Source: an optimization exercise on an open RTL-to-GDS flow (aim: small area). Production flows keep margins and buffers that such runs may drop.
The RTL was checked by simulation tests, not by an equivalence proof against the original design.
Power is estimated from default activity; no workload was simulated.

File: flow/config.mk
export PLATFORM = sky130hd
export DESIGN_NAME = fpu_top
export DESIGN_NICKNAME = fpu_top
export VERILOG_FILES = /design/flow/design.v
export SDC_FILE = /design/flow/constraint.sdc
export NUM_CORES = 4
export LEC_CHECK = 0
export CAP_MARGIN = 20
export CORE_MARGIN = 2
export CORE_UTILIZATION = 40
export SLEW_MARGIN = 20
File: flow/constraint.sdc
create_clock -name core_clock -period 10.0 [get_ports {clk}]
set_input_delay 2.0000 -clock core_clock [delete_from_list [all_inputs] [get_ports {clk}]]
set_output_delay 2.0000 -clock core_clock [all_outputs]
set_load 0.01 [all_outputs]
File: flow/design.v
`timescale 1ns/1ps
package fpu_pkg;
    localparam int EXP_W      = 8;
    localparam int FRAC_W     = 23;
    localparam int MANT_W     = 24;
    localparam int WORK_EXP_W = 10;
    localparam int GRS_W      = 3;
    localparam int PROD_W     = 48;
    localparam logic signed [WORK_EXP_W-1:0] EXP_BIAS     = 127;
    localparam logic signed [WORK_EXP_W-1:0] EXP_ALL_ONES = 255;
    localparam logic [31:0] QNAN       = 32'h7fc0_0000;
    localparam logic [31:0] MAX_FINITE = 32'h7f7f_ffff;
    typedef enum logic [3:0] {
        op_add    = 4'd0,
        op_sub    = 4'd1,
        op_mul    = 4'd2,
        op_add_rz = 4'd4,
        op_sub_rz = 4'd5,
        op_mul_rz = 4'd6
    } fp_op_t;
    typedef enum logic [1:0] {
        kind_add,
        kind_sub,
        kind_mul
    } calc_kind_t;
    typedef enum logic {
        round_nearest_even,
        round_to_zero
    } round_mode_t;
    typedef enum logic [1:0] {
        special_none,
        special_zero,
        special_inf,
        special_nan
    } special_t;
endpackage
`timescale 1ns/1ps
module operand_aligner (
    input  logic                  clk,
    input  logic                  reset,
    input  logic [3:0]            op,
    input  logic                  start,
    input  logic [31:0]           operand_a,
    input  logic [31:0]           operand_b,
    output logic                                      stage_valid,
    output fpu_pkg::calc_kind_t                       stage_kind,
    output fpu_pkg::round_mode_t                      stage_round_mode,
    output logic                                      stage_result_sign,
    output logic signed [fpu_pkg::WORK_EXP_W-1:0]     stage_exponent,
    output logic [fpu_pkg::MANT_W-1:0]                stage_fraction_a,
    output logic [fpu_pkg::MANT_W+fpu_pkg::GRS_W-1:0] stage_fraction_b,
    output fpu_pkg::special_t                         stage_special
);
    logic                                       sign_a;
    logic                                       sign_b;
    logic [fpu_pkg::EXP_W-1:0]                  exp_a;
    logic [fpu_pkg::EXP_W-1:0]                  exp_b;
    logic [fpu_pkg::MANT_W-1:0]                 frac_a;
    logic [fpu_pkg::MANT_W-1:0]                 frac_b;
    logic                                       zero_a;
    logic                                       zero_b;
    logic                                       inf_a;
    logic                                       inf_b;
    logic                                       nan_a;
    logic                                       nan_b;
    logic                                       is_sub;
    logic                                       is_mul;
    logic                                       op_defined;
    fpu_pkg::round_mode_t                       round_mode;
    logic                                       a_larger;
    logic [fpu_pkg::EXP_W-1:0]                  exp_big;
    logic [fpu_pkg::EXP_W-1:0]                  exp_small;
    logic [fpu_pkg::MANT_W-1:0]                 frac_big;
    logic [fpu_pkg::MANT_W-1:0]                 frac_small;
    logic [fpu_pkg::EXP_W-1:0]                  shift;
    logic [4:0]                                 shift_clamped;
    logic [fpu_pkg::MANT_W+fpu_pkg::GRS_W-1:0]  shifted;
    logic [fpu_pkg::MANT_W+fpu_pkg::GRS_W-1:0]  shifted_out;
    logic [fpu_pkg::MANT_W+fpu_pkg::GRS_W-1:0]  aligned_b;
    fpu_pkg::calc_kind_t                        kind;
    fpu_pkg::special_t                          special;
    logic                                       result_sign;
    logic signed [fpu_pkg::WORK_EXP_W-1:0]      exponent;
    always_comb begin
        exp_a  = operand_a[fpu_pkg::FRAC_W +: fpu_pkg::EXP_W];
        exp_b  = operand_b[fpu_pkg::FRAC_W +: fpu_pkg::EXP_W];
        zero_a = (exp_a == '0);
        zero_b = (exp_b == '0);
        inf_a  = (&exp_a) && (operand_a[fpu_pkg::FRAC_W-1:0] == '0);
        inf_b  = (&exp_b) && (operand_b[fpu_pkg::FRAC_W-1:0] == '0);
        nan_a  = (&exp_a) && (operand_a[fpu_pkg::FRAC_W-1:0] != '0);
        nan_b  = (&exp_b) && (operand_b[fpu_pkg::FRAC_W-1:0] != '0);
        frac_a = zero_a ? '0 : {1'b1, operand_a[fpu_pkg::FRAC_W-1:0]};
        frac_b = zero_b ? '0 : {1'b1, operand_b[fpu_pkg::FRAC_W-1:0]};
        is_sub     = 1'b0;
        is_mul     = 1'b0;
        op_defined = 1'b1;
        round_mode = fpu_pkg::round_nearest_even;
        case (op)
            fpu_pkg::op_add:    op_defined = 1'b1;
            fpu_pkg::op_sub:    is_sub = 1'b1;
            fpu_pkg::op_mul:    is_mul = 1'b1;
            fpu_pkg::op_add_rz: round_mode = fpu_pkg::round_to_zero;
            fpu_pkg::op_sub_rz: begin
                is_sub     = 1'b1;
                round_mode = fpu_pkg::round_to_zero;
            end
            fpu_pkg::op_mul_rz: begin
                is_mul     = 1'b1;
                round_mode = fpu_pkg::round_to_zero;
            end
            default:            op_defined = 1'b0;
        endcase
        sign_a = operand_a[31];
        sign_b = operand_b[31] ^ is_sub;
    end
    always_comb begin
        a_larger   = {exp_a, frac_a[fpu_pkg::FRAC_W-1:0]} >= {exp_b, frac_b[fpu_pkg::FRAC_W-1:0]};
        exp_big    = a_larger ? exp_a : exp_b;
        exp_small  = a_larger ? exp_b : exp_a;
        frac_big   = a_larger ? frac_a : frac_b;
        frac_small = a_larger ? frac_b : frac_a;
        shift = exp_big - exp_small;
        if (shift > 8'(fpu_pkg::MANT_W + fpu_pkg::GRS_W))
            shift_clamped = 5'(fpu_pkg::MANT_W + fpu_pkg::GRS_W);
        else
            shift_clamped = shift[4:0];
        {shifted, shifted_out} = {frac_small, {fpu_pkg::GRS_W{1'b0}},
                                  {(fpu_pkg::MANT_W + fpu_pkg::GRS_W){1'b0}}} >> shift_clamped;
        aligned_b = {shifted[fpu_pkg::MANT_W+fpu_pkg::GRS_W-1:1],
                     shifted[0] | (|shifted_out)};
    end
    always_comb begin
        special = fpu_pkg::special_none;
        if (is_mul) begin
            kind        = fpu_pkg::kind_mul;
            result_sign = sign_a ^ sign_b;
            exponent    = $signed({2'b00, exp_a}) + $signed({2'b00, exp_b}) - fpu_pkg::EXP_BIAS;
            if (nan_a || nan_b || (inf_a && zero_b) || (zero_a && inf_b))
                special = fpu_pkg::special_nan;
            else if (inf_a || inf_b)
                special = fpu_pkg::special_inf;
            else if (zero_a || zero_b)
                special = fpu_pkg::special_zero;
        end else begin
            kind        = (sign_a == sign_b) ? fpu_pkg::kind_add : fpu_pkg::kind_sub;
            result_sign = a_larger ? sign_a : sign_b;
            exponent    = {2'b00, exp_big};
            if (nan_a || nan_b || (inf_a && inf_b && (sign_a != sign_b))) begin
                special = fpu_pkg::special_nan;
            end else if (inf_a) begin
                special     = fpu_pkg::special_inf;
                result_sign = sign_a;
            end else if (inf_b) begin
                special     = fpu_pkg::special_inf;
                result_sign = sign_b;
            end else if (zero_a && zero_b) begin
                special     = fpu_pkg::special_zero;
                result_sign = sign_a & sign_b;
            end
        end
        if (!op_defined)
            special = fpu_pkg::special_nan;
    end
    always_ff @(posedge clk) begin
        if (reset)
            stage_valid <= 1'b0;
        else
            stage_valid <= start;
    end
    always_ff @(posedge clk) begin
        stage_kind        <= kind;
        stage_round_mode  <= round_mode;
        stage_result_sign <= result_sign;
        stage_exponent    <= exponent;
        stage_special     <= special;
        stage_fraction_a  <= is_mul ? frac_a : frac_big;
        stage_fraction_b  <= is_mul ? {frac_b, {fpu_pkg::GRS_W{1'b0}}} : aligned_b;
    end
endmodule
`timescale 1ns/1ps
module calculation_unit (
    input  logic        clk,
    input  logic        reset,
    input  logic                                      aligned_valid,
    input  fpu_pkg::calc_kind_t                       aligned_kind,
    input  fpu_pkg::round_mode_t                      aligned_round_mode,
    input  logic                                      aligned_result_sign,
    input  logic signed [fpu_pkg::WORK_EXP_W-1:0]     aligned_exponent,
    input  logic [fpu_pkg::MANT_W-1:0]                aligned_fraction_a,
    input  logic [fpu_pkg::MANT_W+fpu_pkg::GRS_W-1:0] aligned_fraction_b,
    input  fpu_pkg::special_t                         aligned_special,
    output logic                                      calc_valid,
    output fpu_pkg::round_mode_t                      calc_round_mode,
    output logic                                      calc_result_sign,
    output logic signed [fpu_pkg::WORK_EXP_W-1:0]     calc_exponent,
    output logic [fpu_pkg::PROD_W-1:0]                calc_fraction,
    output fpu_pkg::special_t                         calc_special
);
    logic [fpu_pkg::MANT_W+fpu_pkg::GRS_W:0]   addend_a;
    logic [fpu_pkg::MANT_W+fpu_pkg::GRS_W:0]   addend_b;
    logic [fpu_pkg::MANT_W+fpu_pkg::GRS_W:0]   sum;
    logic [fpu_pkg::MANT_W-1:0]                multiplier_b;
    logic [fpu_pkg::PROD_W-1:0]                fraction;
    always_comb begin
        addend_a     = {1'b0, aligned_fraction_a, {fpu_pkg::GRS_W{1'b0}}};
        addend_b     = {1'b0, aligned_fraction_b};
        multiplier_b = aligned_fraction_b[fpu_pkg::MANT_W+fpu_pkg::GRS_W-1:fpu_pkg::GRS_W];
        if (aligned_kind == fpu_pkg::kind_sub)
            sum = addend_a - addend_b;
        else
            sum = addend_a + addend_b;
        if (aligned_kind == fpu_pkg::kind_mul)
            fraction = aligned_fraction_a * multiplier_b;
        else
            fraction = {sum, {(fpu_pkg::PROD_W - fpu_pkg::MANT_W - fpu_pkg::GRS_W - 1){1'b0}}};
    end
    always_ff @(posedge clk) begin
        if (reset)
            calc_valid <= 1'b0;
        else
            calc_valid <= aligned_valid;
    end
    always_ff @(posedge clk) begin
        calc_round_mode  <= aligned_round_mode;
        calc_result_sign <= aligned_result_sign;
        calc_exponent    <= aligned_exponent;
        calc_fraction    <= fraction;
        calc_special     <= aligned_special;
    end
endmodule
`timescale 1ns/1ps
module result_stage (
    input  logic                                      calc_valid,
    input  fpu_pkg::round_mode_t                      calc_round_mode,
    input  logic                                      calc_result_sign,
    input  logic signed [fpu_pkg::WORK_EXP_W-1:0]     calc_exponent,
    input  logic [fpu_pkg::PROD_W-1:0]                calc_fraction,
    input  fpu_pkg::special_t                         calc_special,
    output logic [31:0]  result,
    output logic         valid
);
    logic [5:0]                              lead_zeros;
    logic signed [fpu_pkg::WORK_EXP_W-1:0]   lead_zeros_ext;
    logic [fpu_pkg::PROD_W-1:0]              normalized;
    logic signed [fpu_pkg::WORK_EXP_W-1:0]   norm_exp;
    logic signed [fpu_pkg::WORK_EXP_W-1:0]   final_exp;
    logic                                    guard;
    logic                                    round_bit;
    logic                                    sticky;
    logic                                    round_up;
    logic [fpu_pkg::MANT_W:0]                rounded;
    logic [fpu_pkg::FRAC_W-1:0]              mantissa;
    logic [31:0]                             computed;
    always_comb begin
        lead_zeros = '0;
        for (int i = 0; i < fpu_pkg::PROD_W; i++) begin
            if (calc_fraction[i])
                lead_zeros = 6'(fpu_pkg::PROD_W - 1 - i);
        end
        lead_zeros_ext = {{(fpu_pkg::WORK_EXP_W - 6){1'b0}}, lead_zeros};
        normalized = calc_fraction << lead_zeros;
        norm_exp   = calc_exponent - lead_zeros_ext + 10'sd1;
        guard     = normalized[fpu_pkg::PROD_W-fpu_pkg::MANT_W-1];
        round_bit = normalized[fpu_pkg::PROD_W-fpu_pkg::MANT_W-2];
        sticky    = |normalized[fpu_pkg::PROD_W-fpu_pkg::MANT_W-3:0];
        round_up  = (calc_round_mode == fpu_pkg::round_nearest_even) && guard &&
                    (round_bit || sticky || normalized[fpu_pkg::PROD_W-fpu_pkg::MANT_W]);
        rounded = {1'b0, normalized[fpu_pkg::PROD_W-1 -: fpu_pkg::MANT_W]} +
                  {{fpu_pkg::MANT_W{1'b0}}, round_up};
        if (rounded[fpu_pkg::MANT_W]) begin
            mantissa  = rounded[fpu_pkg::FRAC_W:1];
            final_exp = norm_exp + 10'sd1;
        end else begin
            mantissa  = rounded[fpu_pkg::FRAC_W-1:0];
            final_exp = norm_exp;
        end
    end
    always_comb begin
        if (calc_fraction == '0) begin
            computed = '0;
        end else if (final_exp >= fpu_pkg::EXP_ALL_ONES) begin
            if (calc_round_mode == fpu_pkg::round_to_zero)
                computed = {calc_result_sign, fpu_pkg::MAX_FINITE[30:0]};
            else
                computed = {calc_result_sign, fpu_pkg::EXP_ALL_ONES[fpu_pkg::EXP_W-1:0],
                            {fpu_pkg::FRAC_W{1'b0}}};
        end else if (final_exp[fpu_pkg::WORK_EXP_W-1] || final_exp == '0) begin
            computed = {calc_result_sign, 31'b0};
        end else begin
            computed = {calc_result_sign, final_exp[fpu_pkg::EXP_W-1:0], mantissa};
        end
        case (calc_special)
            fpu_pkg::special_zero: result = {calc_result_sign, 31'b0};
            fpu_pkg::special_inf:  result = {calc_result_sign,
                                             fpu_pkg::EXP_ALL_ONES[fpu_pkg::EXP_W-1:0],
                                             {fpu_pkg::FRAC_W{1'b0}}};
            fpu_pkg::special_nan:  result = fpu_pkg::QNAN;
            default:               result = computed;
        endcase
        valid = calc_valid;
    end
endmodule
`timescale 1ns/1ps
module fpu_top (
    input  logic             clk,
    input  logic             reset,
    input  logic [3:0]       op,
    input  logic             start,
    input  logic [31:0]      operand_a,
    input  logic [31:0]      operand_b,
    output logic             valid,
    output logic [31:0]      result
);
    logic                                      stage_valid;
    fpu_pkg::calc_kind_t                       stage_kind;
    fpu_pkg::round_mode_t                      stage_round_mode;
    logic                                      stage_result_sign;
    logic signed [fpu_pkg::WORK_EXP_W-1:0]     stage_exponent;
    logic [fpu_pkg::MANT_W-1:0]                stage_fraction_a;
    logic [fpu_pkg::MANT_W+fpu_pkg::GRS_W-1:0] stage_fraction_b;
    fpu_pkg::special_t                         stage_special;
    logic                                      calc_valid;
    fpu_pkg::round_mode_t                      calc_round_mode;
    logic                                      calc_result_sign;
    logic signed [fpu_pkg::WORK_EXP_W-1:0]     calc_exponent;
    logic [fpu_pkg::PROD_W-1:0]                calc_fraction;
    fpu_pkg::special_t                         calc_special;
    operand_aligner operand_aligner (
        .clk       (clk),
        .reset     (reset),
        .op        (op),
        .start     (start),
        .operand_a (operand_a),
        .operand_b (operand_b),
        .stage_valid (stage_valid),
        .stage_kind (stage_kind),
        .stage_round_mode (stage_round_mode),
        .stage_result_sign (stage_result_sign),
        .stage_exponent (stage_exponent),
        .stage_fraction_a (stage_fraction_a),
        .stage_fraction_b (stage_fraction_b),
        .stage_special (stage_special)
    );
    calculation_unit calculation_unit (
        .clk     (clk),
        .reset   (reset),
        .aligned_valid (stage_valid),
        .aligned_kind (stage_kind),
        .aligned_round_mode (stage_round_mode),
        .aligned_result_sign (stage_result_sign),
        .aligned_exponent (stage_exponent),
        .aligned_fraction_a (stage_fraction_a),
        .aligned_fraction_b (stage_fraction_b),
        .aligned_special (stage_special),
        .calc_valid (calc_valid),
        .calc_round_mode (calc_round_mode),
        .calc_result_sign (calc_result_sign),
        .calc_exponent (calc_exponent),
        .calc_fraction (calc_fraction),
        .calc_special (calc_special)
    );
    result_stage result_stage (
        .calc_valid (calc_valid),
        .calc_round_mode (calc_round_mode),
        .calc_result_sign (calc_result_sign),
        .calc_exponent (calc_exponent),
        .calc_fraction (calc_fraction),
        .calc_special (calc_special),
        .result (result),
        .valid  (valid)
    );
endmodule
File: flow/run.sh
#!/bin/bash
# synth_recipe.tcl (not shown) runs the flow's synth.tcl, then flattens the netlist and writes it again
# the make line also repeats each setting of config.mk as NAME=value (left out here)
make -C /OpenROAD-flow-scripts/flow DESIGN_CONFIG=/design/flow/config.mk WORK_HOME=/design/flow/orfs CLKGATE_MAP_FILE= SYNTH_SCRIPT=/design/flow/synth_recipe.tcl finish
==> run summary <==
cell usage after synthesis, types with 20 or more instances:
library cell,n,area share (%)
a21oi_1,203,3.0
o21bai_1,27,0.59
dfxtp_1,131,7.7
nand2b_1,22,0.40
nor2b_1,20,0.37
nor4_1,42,0.77
xnor2_1,70,1.8
mux2i_1,62,1.8
o31ai_1,25,0.55
ha_1,287,11
clkbuf_1,195,2.1
o21a_1,23,0.51
o211ai_1,36,0.79
o22ai_1,21,0.39
nand3_1,82,1.2
nor2_1,272,3.0
a21o_1,51,1.1
fa_1,485,28
nand4_1,30,0.55
nand2_1,604,6.7
inv_1,626,6.9
xor2_1,40,1.0
mux2_2,24,0.79
a211oi_1,31,0.68
nor3_1,88,1.3
buf_2,26,0.38
a31oi_1,64,1.2
o21ai_0,221,3.2
and2_1,251,4.6
area by class of cell:
class                   count  area (um2)  area share (%)
multi-input cells        3351       28100            75.9
flip-flops and latches    131        2620            7.08
inverters                 633        2380            6.41
repair buffers            214        1890            5.10
well taps                1144        1430            3.86
clock buffers              18         429            1.16
clock inverters            14         188           0.506
diodes                      2        5.00          0.0135
repair_timing:
item	in CTS	in global routing
hold endpoints to repair	0	0
resized for setup	0	6
endpoints found under the setup margin	0	12
hold buffers	0	0
logic make-up after synthesis:
family	share of synthesized area [%]
xor+xnor	2.83
simple gates	20.8
buf+inv	9.93
compound gates	16.9
flops	7.70
fa+ha+maj	39.1
mux	2.85
metrics by stage:
step / instance area (um2) / hold slack [ns] / setup WS [ns] / instances / util [%]
2_1_floorplan: 34100 / 0.310 / 1.72 / 4363 / -
3_3_place_gp: 36400 / 0.310 / 0.611 / 5473 / 43.0
3_5_place_dp: 36400 / 0.312 / 0.569 / 5473 / 43.0
4_1_cts: 37000 / 0.311 / 0.325 / 5505 / 43.7
5_1_grt: 37100 / 0.321 / 0.00538 / 5505 / 43.7
6_report: 37100 / 0.314 / 0.461 / 5507 / 43.7
path summary, 6_finish.rpt:
kind	from	endpoint	cells after the start
max	calculation_unit.calc_fraction[45]$_DFF_P_	result[22]	22
min reg2reg	operand_aligner.stage_round_mode$_DFF_P_	calculation_unit.calc_round_mode$_DFF_P_	0
max reg2reg	operand_aligner.stage_fraction_b[6]$_DFF_P_	calculation_unit.calc_fraction[46]$_DFF_P_	26
min	operand_aligner.stage_round_mode$_DFF_P_	calculation_unit.calc_round_mode$_DFF_P_	0
layer usage:
layer  share of wire (%)  wire (um)  GRT usage [%]
met1                  45      53500           38.8
met3                 6.5       7810           3.22
met2                  46      55000           44.3
met4                 3.0       3620           8.10
met5                   0          0              0
where the power goes:
group	switching, W	internal (W)
clock	0.000281	0.000401
combinational	0.00297	0.00178
sequential	0.000231	0.000615
sequential cells by signal (all words and copies together), names as in the netlist:
name	cells
operand_aligner.stage_fraction_b	27
calculation_unit.calc_result_sign	1
calculation_unit.calc_exponent	10
calculation_unit.calc_valid	1
operand_aligner.stage_result_sign	1
operand_aligner.stage_valid	1
operand_aligner.stage_fraction_a	24
operand_aligner.stage_round_mode	1
operand_aligner.stage_special	2
calculation_unit.calc_fraction	48
calculation_unit.calc_special	2
calculation_unit.calc_round_mode	1
operand_aligner.stage_kind	2
operand_aligner.stage_exponent	10
worst max-delay path, stage by stage (launching register included):
cell             delay [ns]
dfxtp_1                0.42
nor4_1                 0.65
o311ai_0               0.48
a21o_1                 0.34
nand2_2                0.09
buf_4                  0.60
a21oi_1                0.20
mux2_2                 0.31
a21oi_1                0.38
a22oi_1                0.21
nor3_1                 0.25
ha_1                   0.19
inv_1                  0.09
nor3b_2                0.35
nand4_4                0.30
nor2_2                 0.29
buf_4                  0.23
nand2_1                0.11
a221oi_4               0.30
buf_4                  0.25
nand3_1                0.23
o311ai_0               0.22
clkdlybuf4s50_1        0.60
==> flow_metrics.tcl <==
set metrics [dict create \
    fmax_mhz 105 \
    setup_viol 0 \
    syn_area_um2 34100 \
    dr.pass1.iters 6 \
    slew_viol_final 0 \
    gr-total-overflow 0 \
    die_area_um2 87500 \
    synth_seq_cells 131 \
    cts.clk_slew.worst_paths_ns 0.08 \
    drt_iter0_drc 2851 \
    holdCritPathClass "reg2reg" \
    seq_area_frac_synth_pct 7.70 \
    grt_pass1_wl_um 185000 \
    drc_errors 0 \
    finalPower_w 0.00628 \
    wirelength_um 120000 \
    cts_tree "built" \
    core.rowCount 107 \
    period_minus_slack_ns 9.54 \
    synth_cell_types 97 \
    die_h_um 296 \
    ys_warn_count 3 \
    start_util_pct 40.2 \
    synthFlopType "dfxtp_1" \
    status "timing/DRC/antenna clean" \
    coreArea_um2 84700 \
    end_kind "output port" \
    path_class "reg2out" \
    die_w_um 296 \
    finalNetCount 5191 \
    worstPathRequired_ns 8.00 \
    timing.final.crit_share_pct 95.4 \
    layout-drive-gt1-share_pct 5.30 \
    rsz0062_at_grt "false" \
    async_flop_share_pct 0 \
    ir_worst_vdd_v 0.000125 \
    final_common_cell "inv_1" \
    leakagePower_nw 16.4 \
    clk_latency_ns 0.45 \
    relSlewSlack_pct 27.8 \
    area_growth_pct 8.79 \
    ant_nets 0 \
    powerDensity_nw_per_um2 169 \
    drt-wirelength-per-cell_um 21.8 \
    worst_pin_slew_ns 1.08 \
    maxCapViolCount 0 \
    portBuffers 103 \
    hpwl_um 96200 \
    clockBufferDepth 2 \
    viasPerCell 5.69 \
    io_pins 104 \
    synth_area_per_cell_um2 7.81 \
    fill_cells 8626 \
    gp_congestion 0.990 \
    cts.sink_count 131 \
    via_count 31325 \
    syn-num-nets 5206 \
    numCtsBuffers 17 \
    synth-edff-count 0 \
    path_max_fanout 66 \
    fin_tns_setup_ns 0 \
    layout_common_cells "inv_1, nand2_1, fa_1" \
    grt_max_degree 67 \
    synthCells 4363 \
    antenna_found_initial 1 \
    worstPathArrival_ns 7.54 \
    hold_viol 0 \
    grt_util_all_layers_pct 27.5 \
    htree_levels 4 \
    fin_skew_ns 0.0232 \
    regToRegSetupSlack_ns 1.26 \
    cts_setup_buffers 0 \
    grt_pass1_vias 30949 \
    setup.worst_path.start_class "register" \
    cts_root_buffer "clkbuf_16" \
]

[what the ideal ports hide]
The results above use ideal ports. As a check the final layout listed here was re-extracted and re-timed, cells and wires unchanged.
Step 1 (the two cells are an assumption about what drives the block):
set clk [get_ports {clk}]
set_driving_cell -lib_cell sky130_fd_sc_hd__clkbuf_16 $clk
set_driving_cell -lib_cell sky130_fd_sc_hd__buf_2 [delete_from_list [all_inputs] $clk]
Step 2 moves the port delays by t, midway between the first and last clock arrival at a register: inputs arrive t later, outputs are due t later. That takes back most of the time a late clock gives input paths.
a / b / c = ideal ports / drivers / drivers and shift; a / b = the first two.
t, ns: 0.499
setup slack, ns: 0.461 / 0.404 / 0.461
hold slack, ns: 0.314 / 0.314 / 0.314
pins driven straight from the clock port: 1
After both steps this run still meets setup and hold. The setup slack of this run moves by -0.057 ns with the drivers and by 0.000 ns with both steps.
